Source: an optimization exercise on an open RTL-to-GDS flow (aim: small area, a short achievable clock period and few clock cycles per item). Production flows keep margins and buffers that such runs may drop.
Where RTL was checked, it was by simulation tests only, not by an equivalence proof against the original.
Power and IR drop assume default switching activity.

// krnl_maxpool
module krnl_maxpool #(
  parameter int FIFO_DEPTH = 16    
) (
  input  logic                    ap_clk,
  input  logic                    areset,
  input  logic                    s_axi_control_awvalid,
  output logic                    s_axi_control_awready,
  input  maxpool_pkg::axil_addr_t s_axi_control_awaddr,
  input  logic                    s_axi_control_wvalid,
  output logic                    s_axi_control_wready,
  input  maxpool_pkg::axil_data_t s_axi_control_wdata,
  input  logic [3:0]              s_axi_control_wstrb,
  output logic                    s_axi_control_bvalid,
  input  logic                    s_axi_control_bready,
  output logic [1:0]              s_axi_control_bresp,
  input  logic                    s_axi_control_arvalid,
  output logic                    s_axi_control_arready,
  input  maxpool_pkg::axil_addr_t s_axi_control_araddr,
  output logic                    s_axi_control_rvalid,
  input  logic                    s_axi_control_rready,
  output maxpool_pkg::axil_data_t s_axi_control_rdata,
  output logic [1:0]              s_axi_control_rresp,
  output logic                    interrupt,
  input  logic                    in_tvalid,
  output logic                    in_tready,
  input  maxpool_pkg::elem_t      in_tdata,
  output logic                    out_tvalid,
  input  logic                    out_tready,
  ...
Size in the first run: about 1200 cells after synthesis, ~0.018 mm2 of cells after synthesis.
Settings: LEC_CHECK=0, CAP_MARGIN=20, CORE_MARGIN=2, CORE_UTILIZATION=40, CTS_CLUSTER_DIAMETER=100, CTS_CLUSTER_SIZE=28, SETUP_SLACK_MARGIN=2.5, SLEW_MARGIN=20; clock period 3.8 ns.
standard.sh (not shown) runs the stock make flow with config.mk's settings and CLKGATE_MAP_FILE= SYNTH_SCRIPT=/design/flow/synth_recipe.tcl, a recipe that flattens the netlist after the stock synthesis.
==> flow/flow/run.sh <==
#!/bin/bash
# The standard layout, with the port buffers made from buf_4 cells instead of
# the default delay buffers. Make's full output goes to standard_flow.log.
set -euo pipefail
export BUFFER_PORTS_ARGS="-buffer_cell sky130_fd_sc_hd__buf_4"
bash standard.sh > standard_flow.log 2>&1
The starting point finished clean.
Testbench counts at the start, summed over its fixed seeds: cycles 8,364, items 2,035.
Next try:
==> flow/flow/run.sh (replaced) <==
#!/bin/bash
# The standard layout, with the port buffers made from buf_2 cells instead of
# the default delay buffers. Make's full output goes to standard_flow.log.
set -euo pipefail
export BUFFER_PORTS_ARGS="-buffer_cell sky130_fd_sc_hd__buf_2"
bash standard.sh > standard_flow.log 2>&1
- SETUP_SLACK_MARGIN: 2.5 -> 1.5
The new run completed without violations.
Design area came out lower by 8.7%.
First-iteration DRC count came out higher by 13%.
Sequential cell count stays the same.
Sequential power stays flat.
Wire length came out lower by 11%.
Next try:
- SETUP_SLACK_MARGIN: 1.5 -> 1.8
The changed run went through all stages and came out clean.
Worst setup slack gets better by 190 ps.
Via count went up by 0.89%.
Die area is unchanged.
Design area increases by 1.6%.
Hold slack degrades by 10 ps.
Cell count is higher by 0.40%.
Sequential power hardly moves.
Synthesized cell count stays the same.
Routed wire length rose by 3.5%.
Area after synthesis does not change.
Next try:
==> flow/flow/run.sh (replaced) <==
#!/bin/bash
# The standard layout, with the port buffers made from buf_4 cells instead of
# the default delay buffers. Make's full output goes to standard_flow.log.
set -euo pipefail
export BUFFER_PORTS_ARGS="-buffer_cell sky130_fd_sc_hd__buf_4"
bash standard.sh > standard_flow.log 2>&1
- CTS_CLUSTER_DIAMETER: 100 -> 90
- CTS_CLUSTER_SIZE: 28 -> 34
- SETUP_SLACK_MARGIN: 1.8 -> 1.5
Effect:
- The new run finished clean
- first-iteration DRC count increases by 2.4%
- core utilization is about the same
- clock-buffer cell count fell by 10
- worst setup slack gets worse by 180 ps
- area after synthesis stays the same
Next try:
- CTS_CLUSTER_DIAMETER: 90 -> 100
- CTS_CLUSTER_SIZE: 34 -> 28
Result: Power shrinks by 0.82%. Routed wire length grows by 0.94%. Worst hold slack improved by 4.2 ps. Clock-buffer cell count increases by 10. Core utilization stays flat. First-iteration DRC count is lower by 0.70%. Design area hardly moves. Combinational power is about the same.
Next try:
- SETUP_SLACK_MARGIN: 1.5 -> 1.8
What happened:
- The new run finished with timing, DRC and antenna clean
- wire length went up by about 4%
- total power went up by about 1.1%
- cell area went up by 1.5%

---

Setup of JK:
Starting RTL as in the previous note.
Settings: LEC_CHECK=0, CAP_MARGIN=20, CORE_MARGIN=2, CORE_UTILIZATION=40, CTS_CLUSTER_DIAMETER=100, CTS_CLUSTER_SIZE=28, PLACE_DENSITY=0.8, SETUP_SLACK_MARGIN=1.8, SLEW_MARGIN=20; clock period 3.8 ns.
==> flow/flow/run.sh <==
#!/bin/bash
# The standard layout, with the port buffers made from buf_4 cells instead of
# the default delay buffers. Make's full output goes to standard_flow.log.
set -euo pipefail
export BUFFER_PORTS_ARGS="-buffer_cell sky130_fd_sc_hd__buf_4"
bash standard.sh > standard_flow.log 2>&1
Testbench counts of JK, summed over its fixed seeds: cycles 8,364, items 2,035.
Input-level comparison between MS and JK:
--- a/flow/config.mk
+++ b/flow/config.mk
@@ -9,7 +9,6 @@
 export CORE_MARGIN = 2
-export CORE_UTILIZATION = 40
+export CORE_UTILIZATION = 60
 export CTS_CLUSTER_DIAMETER = 100
 export CTS_CLUSTER_SIZE = 28
-export PLACE_DENSITY = 0.8
-export SETUP_SLACK_MARGIN = 1.8
+export SETUP_SLACK_MARGIN = 1.5
 export SLEW_MARGIN = 20
### Flow results
Delta (MS minus JK): timing-limited maximum frequency fell by about 4.5%; combinational share of power fell by 0.9 points; number of optimization iterations in the first detailed-route pass fell by 1; highest fanout seen on the critical path rose by 4.
The largest net degree at the start of global routing of MS falls short of that of JK by 14.
When MS is measured against JK, its number of setup buffers added after CTS turns out 3 lower.
On net count of the finished layout: between JK and MS, it ends up lower for MS.
The wire length of the first global-routing pass in JK is 1.12 times that in MS.
On final critical-path required period, the higher figure sits with MS, not JK.
Higher total power consumption of the routed design goes to JK over MS.
JK and MS ended up with nearly the same flip-flop and latch count.
MS reports its highest-delay cell along the critical path as sky130_fd_sc_hd__dfxtp_1 while JK reports sky130_fd_sc_hd__edfxtp_1.
### MS -> AL
--- a/flow/config.mk
+++ b/flow/config.mk
@@ -9,6 +9,6 @@
 export CORE_MARGIN = 2
-export CORE_UTILIZATION = 60
+export CORE_UTILIZATION = 40
 export CTS_CLUSTER_DIAMETER = 100
 export CTS_CLUSTER_SIZE = 28
-export SETUP_SLACK_MARGIN = 1.5
+export SETUP_SLACK_MARGIN = 2.1
 export SLEW_MARGIN = 20
Findings:
MS has higher required time of the critical path than AL.
HPWL after detailed placement is lower on MS
Finished layout cell area delta (AL − MS): unfavourable
On utilization after layout: between AL and MS, it ends up higher for MS.
AL: fraction of power consumed by the clock network 0.5 points below MS
Clock power (AL vs. MS) increases by a few percent
Any difference in sequential standard cell area between MS and AL is small enough to ignore.
Largest incremental delay on the critical path, AL and MS: larger value in AL
Final hold slack for AL is higher than for MS.

---

Another version of the RTL of krnl_maxpool (not shown whole).
Size in the first run: about 620 flip-flops, about 170 I/O pins.
export LEC_CHECK = 0
export CAP_MARGIN = 20
export CORE_MARGIN = 2
export CORE_UTILIZATION = 40
export CTS_CLUSTER_DIAMETER = 100
export CTS_CLUSTER_SIZE = 28
export SETUP_SLACK_MARGIN = 1.6
export SLEW_MARGIN = 20
create_clock -name core_clock -period 3.8 [get_ports {ap_clk}]
==> flow/flow/run.sh <==
#!/bin/bash
# The standard layout, with the port buffers made from buf_2 cells instead of
# the default delay buffers. Make's full output goes to standard_flow.log.
set -euo pipefail
export BUFFER_PORTS_ARGS="-buffer_cell sky130_fd_sc_hd__buf_2"
bash standard.sh > standard_flow.log 2>&1
Testbench counts at the start, summed over its fixed seeds: cycles 8,364, items 2,035.
Then changed:
--- a/flow/config.mk
+++ b/flow/config.mk
@@ -13 +13 @@
-export SETUP_SLACK_MARGIN = 1.6
+export SETUP_SLACK_MARGIN = 1.8
=> The new run produced a clean layout. Maximum frequency goes up by 7.2%. Power rises by about 0.8%. Sequential power hardly moves. Wire length is lower by about 1.8%. Final area climbs by about 1.1%.
Then changed:
--- a/flow/config.mk
+++ b/flow/config.mk
@@ -13 +13 @@
-export SETUP_SLACK_MARGIN = 1.8
+export SETUP_SLACK_MARGIN = 1.7
The changed run went through all stages and came out clean.
Via count grows by 1.1%.
Synthesized area is unchanged.
Sequential power is about the same.
Final area shrinks by 0.88%.
Then changed:
==> flow/flow/run.sh (replaced) <==
#!/bin/bash
# The standard layout, with the port buffers made from buf_4 cells instead of
# the default delay buffers. Make's full output goes to standard_flow.log.
set -euo pipefail
export BUFFER_PORTS_ARGS="-buffer_cell sky130_fd_sc_hd__buf_4"
bash standard.sh > standard_flow.log 2>&1
--- a/flow/config.mk
+++ b/flow/config.mk
@@ -13 +13 @@
-export SETUP_SLACK_MARGIN = 1.7
+export SETUP_SLACK_MARGIN = 1.8
After rerunning: Cell count came out higher by 0.30%. Setup slack improved by 0.075 ns. Area after synthesis is unchanged. First-iteration DRC count came out lower by 6.6%. Register-to-register slack improved by 0.07 ns. Synthesized cell count does not change. Clock-buffer cell count came out lower by 1.
Then changed:
==> flow/flow/run.sh (replaced) <==
#!/bin/bash
# The standard layout, with the port buffers made from buf_2 cells instead of
# the default delay buffers. Make's full output goes to standard_flow.log.
set -euo pipefail
export BUFFER_PORTS_ARGS="-buffer_cell sky130_fd_sc_hd__buf_2"
bash standard.sh > standard_flow.log 2>&1
--- a/flow/config.mk
+++ b/flow/config.mk
@@ -13 +13 @@
-export SETUP_SLACK_MARGIN = 1.8
+export SETUP_SLACK_MARGIN = 2.0
After rerunning:
- fmax goes down by about 1.6%
- routed wire length goes up by 7.7%
- sequential power is about the same
- area after synthesis does not change
- power goes up by about 2.6%
- via count goes up by about 3%
- sequential share of layout area goes down by 1.3 points
- synthesized cell count does not change
Then changed:
--- a/flow/config.mk
+++ b/flow/config.mk
@@ -11,3 +11,3 @@
-export CTS_CLUSTER_DIAMETER = 100
-export CTS_CLUSTER_SIZE = 28
-export SETUP_SLACK_MARGIN = 2.0
+export CTS_CLUSTER_DIAMETER = 80
+export CTS_CLUSTER_SIZE = 36
+export SETUP_SLACK_MARGIN = 1.8
After rerunning:
- utilization decreases by 1.4 points
- setup slack gets better by 0.0047 ns
- count of clock-buffer cells in the layout decreases by 12
- hold slack hardly moves
- clock power grows by 11%

---

krnl_maxpool, a different RTL version from the one above (not shown whole).
Size: roughly 1100 cells after synthesis, roughly 570 flip-flops, ~170 I/O pins, ~15000 um^2 of cells after synthesis.
export LEC_CHECK = 0
export CAP_MARGIN = 20
export CORE_MARGIN = 2
export CORE_UTILIZATION = 40
export CTS_CLUSTER_DIAMETER = 100
export CTS_CLUSTER_SIZE = 28
export SETUP_SLACK_MARGIN = 2.1
export SLEW_MARGIN = 20
create_clock -name core_clock -period 3.8 [get_ports {ap_clk}]
==> flow/flow/run.sh <==
#!/bin/bash
# The standard layout, with the port buffers made from buf_4 cells instead of
# the default delay buffers. Make's full output goes to standard_flow.log.
set -euo pipefail
export BUFFER_PORTS_ARGS="-buffer_cell sky130_fd_sc_hd__buf_4"
bash standard.sh > standard_flow.log 2>&1
The baseline finished with timing, DRC and antenna clean.
Then changed:
--- a/flow/config.mk
+++ b/flow/config.mk
@@ -10,5 +10,3 @@
 export CORE_UTILIZATION = 40
-export CTS_CLUSTER_DIAMETER = 100
-export CTS_CLUSTER_SIZE = 28
-export SETUP_SLACK_MARGIN = 2.1
+export SETUP_SLACK_MARGIN = 1.5
 export SLEW_MARGIN = 20
What happened: The new run went through all stages and came out clean; setup slack gets worse by 72 ps; power went up by 15%; combinational power went down by 33%; clock-buffer cell count went up by 39; non-clock buffer count went down by 56; wire length went down by 6.4%.
Then changed:
==> flow/run.sh (new file) <==
#!/bin/bash
# synth_recipe.tcl (not shown) runs the flow's synth.tcl, then flattens the netlist and writes it again
# the make line also repeats each setting of config.mk as NAME=value (left out here)
make -C /OpenROAD-flow-scripts/flow DESIGN_CONFIG=/design/flow/config.mk WORK_HOME=/design/flow/orfs CLKGATE_MAP_FILE= SYNTH_SCRIPT=/design/flow/synth_recipe.tcl finish
removed: flow/flow/run.sh
removed: flow/standard.sh
After rerunning: Design area rises by 3.2%. Area after synthesis is unchanged. Die area does not change. Cell count goes up by 0.66%. Sequential share of layout area drops by 2.0 points. Sequential power hardly moves. Clock skew goes up by 8.1 ps. Via count increases by 0.44%. Setup slack gets worse by 140 ps. Maximum frequency drops by 4.9%.
No run of this note included a check of the RTL's function; only the layout flow was run.

---

Starting RTL as in the previous note.
Settings: LEC_CHECK=0, ABC_CLOCK_PERIOD_IN_PS=700, CAP_MARGIN=20, CORE_MARGIN=2, CORE_UTILIZATION=40, SETUP_SLACK_MARGIN=1.5, SLEW_MARGIN=20; clock period 3.8 ns.
run.sh (not shown) runs the stock make flow with config.mk's settings and CLKGATE_MAP_FILE= SYNTH_SCRIPT=/design/flow/synth_recipe.tcl, a recipe that flattens the netlist after the stock synthesis.
Stock flow here: none of the scripts above is used.
The first run produced a clean layout.
Edit:
==> flow/flow/run.sh (new file) <==
#!/bin/bash
# The standard layout, with the port buffers made from buf_4 cells instead of
# the default delay buffers. Make's full output goes to standard_flow.log.
set -euo pipefail
export BUFFER_PORTS_ARGS="-buffer_cell sky130_fd_sc_hd__buf_4"
bash standard.sh > standard_flow.log 2>&1
==> flow/standard.sh (new file) <==
#!/bin/bash
# synth_recipe.tcl (not shown) runs the flow's synth.tcl, then flattens the netlist and writes it again
# the make line also repeats each setting of config.mk as NAME=value (left out here)
make -C /OpenROAD-flow-scripts/flow DESIGN_CONFIG=/design/flow/config.mk WORK_HOME=/design/flow/orfs CLKGATE_MAP_FILE= SYNTH_SCRIPT=/design/flow/synth_recipe.tcl "${@:-finish}"
Settings changed: ABC_CLOCK_PERIOD_IN_PS 700 to not set, CTS_CLUSTER_DIAMETER set to 100, CTS_CLUSTER_SIZE set to 28, SETUP_SLACK_MARGIN 1.5 to 1.8.
removed: flow/run.sh
- The changed run ran to the end with no violations
- die area stays the same
- worst setup slack gets better by 0.059 ns
- sequential power barely changes
- power goes down by 19%
- sequential share of layout area increases by 4.9 points
- routed wire length came out lower by about 3.2%
- clock-buffer cell count goes down by 34
- cell count is lower by 3.4%
- worst hold slack gets better by 0.0033 ns
Edit:
==> flow/run.sh (new file) <==
#!/bin/bash
# synth_recipe.tcl (not shown) runs the flow's synth.tcl, then flattens the netlist and writes it again
# the make line also repeats each setting of config.mk as NAME=value (left out here)
make -C /OpenROAD-flow-scripts/flow DESIGN_CONFIG=/design/flow/config.mk WORK_HOME=/design/flow/orfs CLKGATE_MAP_FILE= SYNTH_SCRIPT=/design/flow/synth_recipe.tcl finish
Settings changed: ABC_CLOCK_PERIOD_IN_PS set to 1200, CTS_CLUSTER_DIAMETER 100 to not set, CTS_CLUSTER_SIZE 28 to not set, SETUP_SLACK_MARGIN 1.8 to 1.5.
removed: flow/flow/run.sh
removed: flow/standard.sh
Result: The new run completed with no timing, DRC or antenna violations; worst setup slack gets worse by 0.059 ns; register-to-register slack is worse by 0.03 ns; final cell count goes up by 3.5%; total power grows by 23%; routed wire length is higher by 3.3%; utilization is higher by 3.6 points.
Edit:
Settings changed: ABC_CLOCK_PERIOD_IN_PS 1200 to not set, CTS_CLUSTER_DIAMETER set to 100, CTS_CLUSTER_SIZE set to 28.
=> Utilization falls by 3.2 points; power decreases by 19%; critical path depth does not change; cell count is lower by 3.5%.
Edit:
==> flow/flow/run.sh (new file) <==
#!/bin/bash
# The standard layout, with the port buffers made from buf_4 cells instead of
# the default delay buffers. Make's full output goes to standard_flow.log.
set -euo pipefail
export BUFFER_PORTS_ARGS="-buffer_cell sky130_fd_sc_hd__buf_4"
bash standard.sh > standard_flow.log 2>&1
==> flow/standard.sh (new file) <==
#!/bin/bash
# synth_recipe.tcl (not shown) runs the flow's synth.tcl, then flattens the netlist and writes it again
# the make line also repeats each setting of config.mk as NAME=value (left out here)
make -C /OpenROAD-flow-scripts/flow DESIGN_CONFIG=/design/flow/config.mk WORK_HOME=/design/flow/orfs CLKGATE_MAP_FILE= SYNTH_SCRIPT=/design/flow/synth_recipe.tcl "${@:-finish}"
removed: flow/run.sh
=> Die area does not change. Hold slack barely changes. Maximum frequency went up by about 7%. Via count is about the same. Area after synthesis is unchanged.
No run of this note included a check of the RTL's function; only the layout flow was run.

## what the ideal ports hide
In the flow no input, the clock included, has a driving cell. The finished layouts below were timed again as built, in two steps.
Step 1 (the two cells are an assumption about what drives the block):
set clk [get_ports {ap_clk}]
set_driving_cell -lib_cell sky130_fd_sc_hd__clkbuf_16 $clk
set_driving_cell -lib_cell sky130_fd_sc_hd__buf_2 [delete_from_list [all_inputs] $clk]
Step 2 adds t to the input delays and takes it off the output delays; t is the mean of the earliest and latest rising clock arrival at the registers after step 1. Input paths then give back, and output paths get back, about the clock's delay inside the block.
Three values: ideal, step 1, step 2; two values: the first two.
| run | shift t [ns] | slack for setup (ns) | worst register clock-pin slew, ns |
|---|---|---|---|
| the first run of note 1 | 0.629 | 1.744 / 1.744 / 1.220 | 0.11 / 0.11 |
| the second run of note 1 | 0.641 | 1.623 / 1.623 / 1.128 | 0.11 / 0.11 |
| the third run of note 1 | 0.619 | 1.812 / 1.812 / 1.314 | 0.11 / 0.11 |
| the fourth run of note 1 | 0.636 | 1.634 / 1.634 / 1.189 | 0.12 / 0.12 |
| the fifth run of note 1 | 0.619 | 1.644 / 1.644 / 1.145 | 0.11 / 0.11 |
| the sixth run of note 1 | 0.629 | 1.779 / 1.779 / 1.229 | 0.11 / 0.11 |
| JK | 0.637 | 1.733 / 1.733 / 1.237 | 0.11 / 0.11 |
| MS | 0.601 | 1.634 / 1.634 / 1.222 | 0.11 / 0.11 |
| AL | 0.629 | 1.806 / 1.792 / 1.280 | 0.11 / 0.11 |
| the first run of note 3 | 0.635 | 1.720 / 1.670 / 1.234 | 0.11 / 0.11 |
| the second run of note 3 | 0.634 | 1.861 / 1.809 / 1.412 | 0.11 / 0.11 |
| the third run of note 3 | 0.630 | 1.797 / 1.769 / 1.308 | 0.11 / 0.11 |
| the fourth run of note 3 | 0.628 | 1.871 / 1.826 / 1.448 | 0.11 / 0.11 |
| the fifth run of note 3 | 0.633 | 1.839 / 1.786 / 1.448 | 0.12 / 0.12 |
| the sixth run of note 3 | 0.651 | 1.844 / 1.798 / 1.441 | 0.12 / 0.12 |
| the first run of note 4 | 0.599 | 1.267 / 1.267 / 0.812 | 0.11 / 0.11 |
| the second run of note 4 | 0.615 | 1.195 / 1.195 / 0.750 | 0.06 / 0.06 |
| the third run of note 4 | 0.627 | 1.060 / 1.087 / 0.460 | 0.06 / 0.06 |
| the first run of note 5 | 0.627 | 1.060 / 1.087 / 0.460 | 0.06 / 0.06 |
| the second run of note 5 | 0.599 | 1.119 / 1.119 / 0.683 | 0.11 / 0.11 |
| the third run of note 5 | 0.627 | 1.060 / 1.087 / 0.460 | 0.06 / 0.06 |
| the fourth run of note 5 | 0.600 | 1.022 / 1.047 / 0.448 | 0.11 / 0.11 |
| the fifth run of note 5 | 0.597 | 1.203 / 1.203 / 0.712 | 0.11 / 0.11 |
After both steps every run listed still meets setup and hold.
